This design comes from an exercise in tuning for small area, a short achievable clock period and few clock cycles per item on the open sky130 flow, not from production work. In this exercise RTL edits were held to simulation tests only and were not proved equivalent to the original.

Setup of v29:
==> flow/design.v (excerpt) <==
module frame_sync_period_tracker (
	input  logic                                  clk,
	input  logic                                  arst_n,
	input  logic                                  cfg_we,
	input  logic [fspt_pkg::LOSS_W-1:0]           cfg_wdata,
	input  logic                                  in_valid,
	output logic                                  in_ready,
	input  fspt_pkg::fspt_in_t                    in_item,
	output logic                                  out_valid,
	input  logic                                  out_ready,
	output fspt_pkg::fspt_out_t                   out_item
);
Size in the first run: roughly 230 flip-flops, about 130 I/O pins.
==> flow/config.mk <==
export PLATFORM = sky130hd
export DESIGN_NAME = frame_sync_period_tracker
export DESIGN_NICKNAME = frame_sync_period_tracker
export VERILOG_FILES = /design/flow/design.v
export SDC_FILE = /design/flow/constraint.sdc
export NUM_CORES = 4
export LEC_CHECK = 0
export ABC_AREA = 1
export CAP_MARGIN = 20
export CORE_MARGIN = 2
export CORE_UTILIZATION = 60
export CTS_CLUSTER_DIAMETER = 150
export CTS_CLUSTER_SIZE = 15
export SETUP_SLACK_MARGIN = 4.6
export SLEW_MARGIN = 20
==> flow/constraint.sdc <==
create_clock -name core_clock -period 8.0 [get_ports {clk}]
set_input_delay 1.6000 -clock core_clock [delete_from_list [all_inputs] [get_ports {clk}]]
set_output_delay 1.6000 -clock core_clock [all_outputs]
set_load 0.01 [all_outputs]
standard.sh (not shown) runs the stock make flow with config.mk's settings and CLKGATE_MAP_FILE= SYNTH_SCRIPT=/design/flow/synth_recipe.tcl, a recipe that flattens the netlist after the stock synthesis.
==> flow/flow/run.sh <==
#!/bin/bash
# The standard layout (standard.sh: ORFS synthesis through finish), with
# one change: the buffers that ORFS puts on every input and output port are
# made from the plain sky130_fd_sc_hd__buf_1 cell instead of the delay-buffer
# cell buffer_ports picks by default. Timing repair may still resize them.
# ORFS's own per-step logs are kept under orfs/logs; the make output goes to
# standard.log in this folder.
set -euo pipefail
export BUFFER_PORTS_ARGS="-buffer_cell sky130_fd_sc_hd__buf_1"
bash standard.sh > standard.log 2>&1
v29: done, clean on timing, DRC and antenna
Testbench counts of v29, summed over its fixed seeds: cycles 24,139, items 24,000.
Inputs modified between v29 and v32:
Settings: swapping 4.6 for 4.5 in SETUP_SLACK_MARGIN; swapping 60 for 55 in CORE_UTILIZATION.
### Flow results
Per the comparison of v32 with v29, buffer share of cell area stayed essentially flat, buffer count excluding the clock tree in the final layout has increased, final cell count now sits higher. v32 falls short of v29 in die area.
diff inputs: v32 => v5
Settings: a change of CORE_UTILIZATION from 55 to 60.
==> notes.md <==
v5 ended with every stage complete and zero timing, DRC or antenna violations.
The lower critical path arrival of v32 and v5 is in v5.
Compared with v32, in v5 post-layout instance area moved down, area of the core moved down, utilization moved up.
met2 track demand over resource ended up 1.4 points higher on v5 than on v32.
| number of gates on the worst path with buffers counted | v32 vs v5 | ≈ equal |
### v5 -> v16
Settings: setting PLACE_DENSITY to 0.75 for the first time.
## What came out
- v16 — placer's final routability congestion estimate about 11% higher, v5 as reference
- Cell area on v16 is ahead of v5.
- The buffering stage count on the worst path with inverters included was comparable across v16 and v5.
- Compared with v5, in v16 share of synthesized area spent on multiplexers was more or less identical; data arrival time of the critical path went up by 80 ps.
- Delta (v16 minus v5): total instance count after detailed placement held; time the worst path needs with I/O delays and setup went up 68 ps; buffer share of cell area went down 0.60 points.
- Summary of v16 over v5: final period utilization climbed 0.85 points, post-DP HPWL roughly the same.

* * *

Setup of sierra:
Another version of the RTL of frame_sync_period_tracker (not shown whole).
Size in the first run: ~1900 cells after synthesis, ~230 flip-flops, roughly 15000 um^2 of cells after synthesis.
export LEC_CHECK = 0
export ABC_AREA = 1
export CAP_MARGIN = 20
export CORE_MARGIN = 2
export CORE_UTILIZATION = 62
export CTS_CLUSTER_DIAMETER = 150
export CTS_CLUSTER_SIZE = 15
export SETUP_SLACK_MARGIN = 4.5
export SLEW_MARGIN = 20
create_clock -name core_clock -period 8.0 [get_ports {clk}]
Scripts as last shown in full above: flow/flow/run.sh
sierra completed every stage of the flow, and the final layout passed the timing, design-rule and antenna checks.
Testbench counts of sierra, summed over its fixed seeds: cycles 24,139, items 24,000.
## Diff of input files: fjord against sierra
Settings: removing CTS_CLUSTER_DIAMETER (formerly 150); changing CORE_UTILIZATION from 62 to 60; changing SETUP_SLACK_MARGIN from 4.5 to 4.7; changing CTS_CLUSTER_SIZE from 15 to 8; setting CTS_BUF_LIST to sky130_fd_sc_hd__clkbuf_4 for the first time.
Results
The worst slew margin relative to its limit number comes out higher for sierra vs fjord.
sierra and fjord ended up with nearly the same area of all sequential standard cells.
Clock skew (lower): sierra
Relative to fjord, the following input files were edited for violet:
Settings: putting CTS_CLUSTER_DIAMETER at 150 where nothing was set; clearing CTS_BUF_LIST, which used to be sky130_fd_sc_hd__clkbuf_4; swapping 8 for 15 in CTS_CLUSTER_SIZE; clearing ABC_AREA, which used to be 1.
Findings:
Against fjord, violet comes in 1.4 points lower on fraction of area in clock buffers and inverters. Per the comparison of violet with fjord, met2 track utilization from global routing went down by 1.8 points; relative area change from synthesis to final layout went up by 8.8 points; global-route usage now larger. fjord ended up with input port to flop as its type of the worst setup path; violet ended up with flop to flop. Taking fjord as the reference, in violet number of diodes added for antenna fixing decreased by 1 relative to the old numbers; count of clock-net buffers in the final layout decreased by about 60% relative to the old numbers; latest clock arrival within the worst-skew pair decreased by 200 ps relative to the old numbers; fraction of the cycle the final worst path needs increased by 4.4 points relative to the old numbers; mean instance size in the synthesized netlist increased by 28% relative to the old numbers. Via count of the first global-routing pass: lower on violet. Looking at total of cells resized after clock tree synthesis across violet and fjord, the one that comes out higher is violet.

[static timing again, ports no longer ideal]
In the flow no input, the clock included, has a driving cell. The finished layouts below were timed again as built, in two steps. Step 1, drivers: a clkbuf_16 drives clk and a buf_2 each remaining input, both assumed. Step 2 also shifts input and output timing later by t, the mid clock arrival at the registers, as if the neighbouring blocks saw the same clock. Three values: ideal ports, drivers, drivers and shift; two values: the first two.
| run | t (ns) | setup slack, ns | hold slack, ns | worst data-port slew with drivers (ns) |
|---|---|---|---|---|
| v29 | 0.537 | 4.585 / 4.594 / 4.057 | 0.450 / 0.450 / 0.450 | 0.05 |
| v32 | 0.550 | 4.503 / 4.524 / 3.974 | 0.465 / 0.465 / 0.465 | 0.05 |
| v5 | 0.548 | 4.597 / 4.627 / 4.079 | 0.456 / 0.456 / 0.456 | 0.04 |
| v16 | 0.548 | 4.529 / 4.554 / 4.006 | 0.464 / 0.464 / 0.464 | 0.06 |
| sierra | 0.542 | 4.557 / 4.557 / 4.106 | 0.461 / 0.461 / 0.461 | 0.04 |
| fjord | 0.728 | 4.710 / 4.731 / 4.003 | 0.487 / 0.487 / 0.487 | 0.04 |
| violet | 0.536 | 4.357 / 4.357 / 3.871 | 0.491 / 0.491 / 0.491 | 0.07 |
After both steps every run listed still meets setup and hold. For fjord, which loses most, drivers alone change the setup slack by +0.021 ns; drivers and shift together by -0.707 ns.
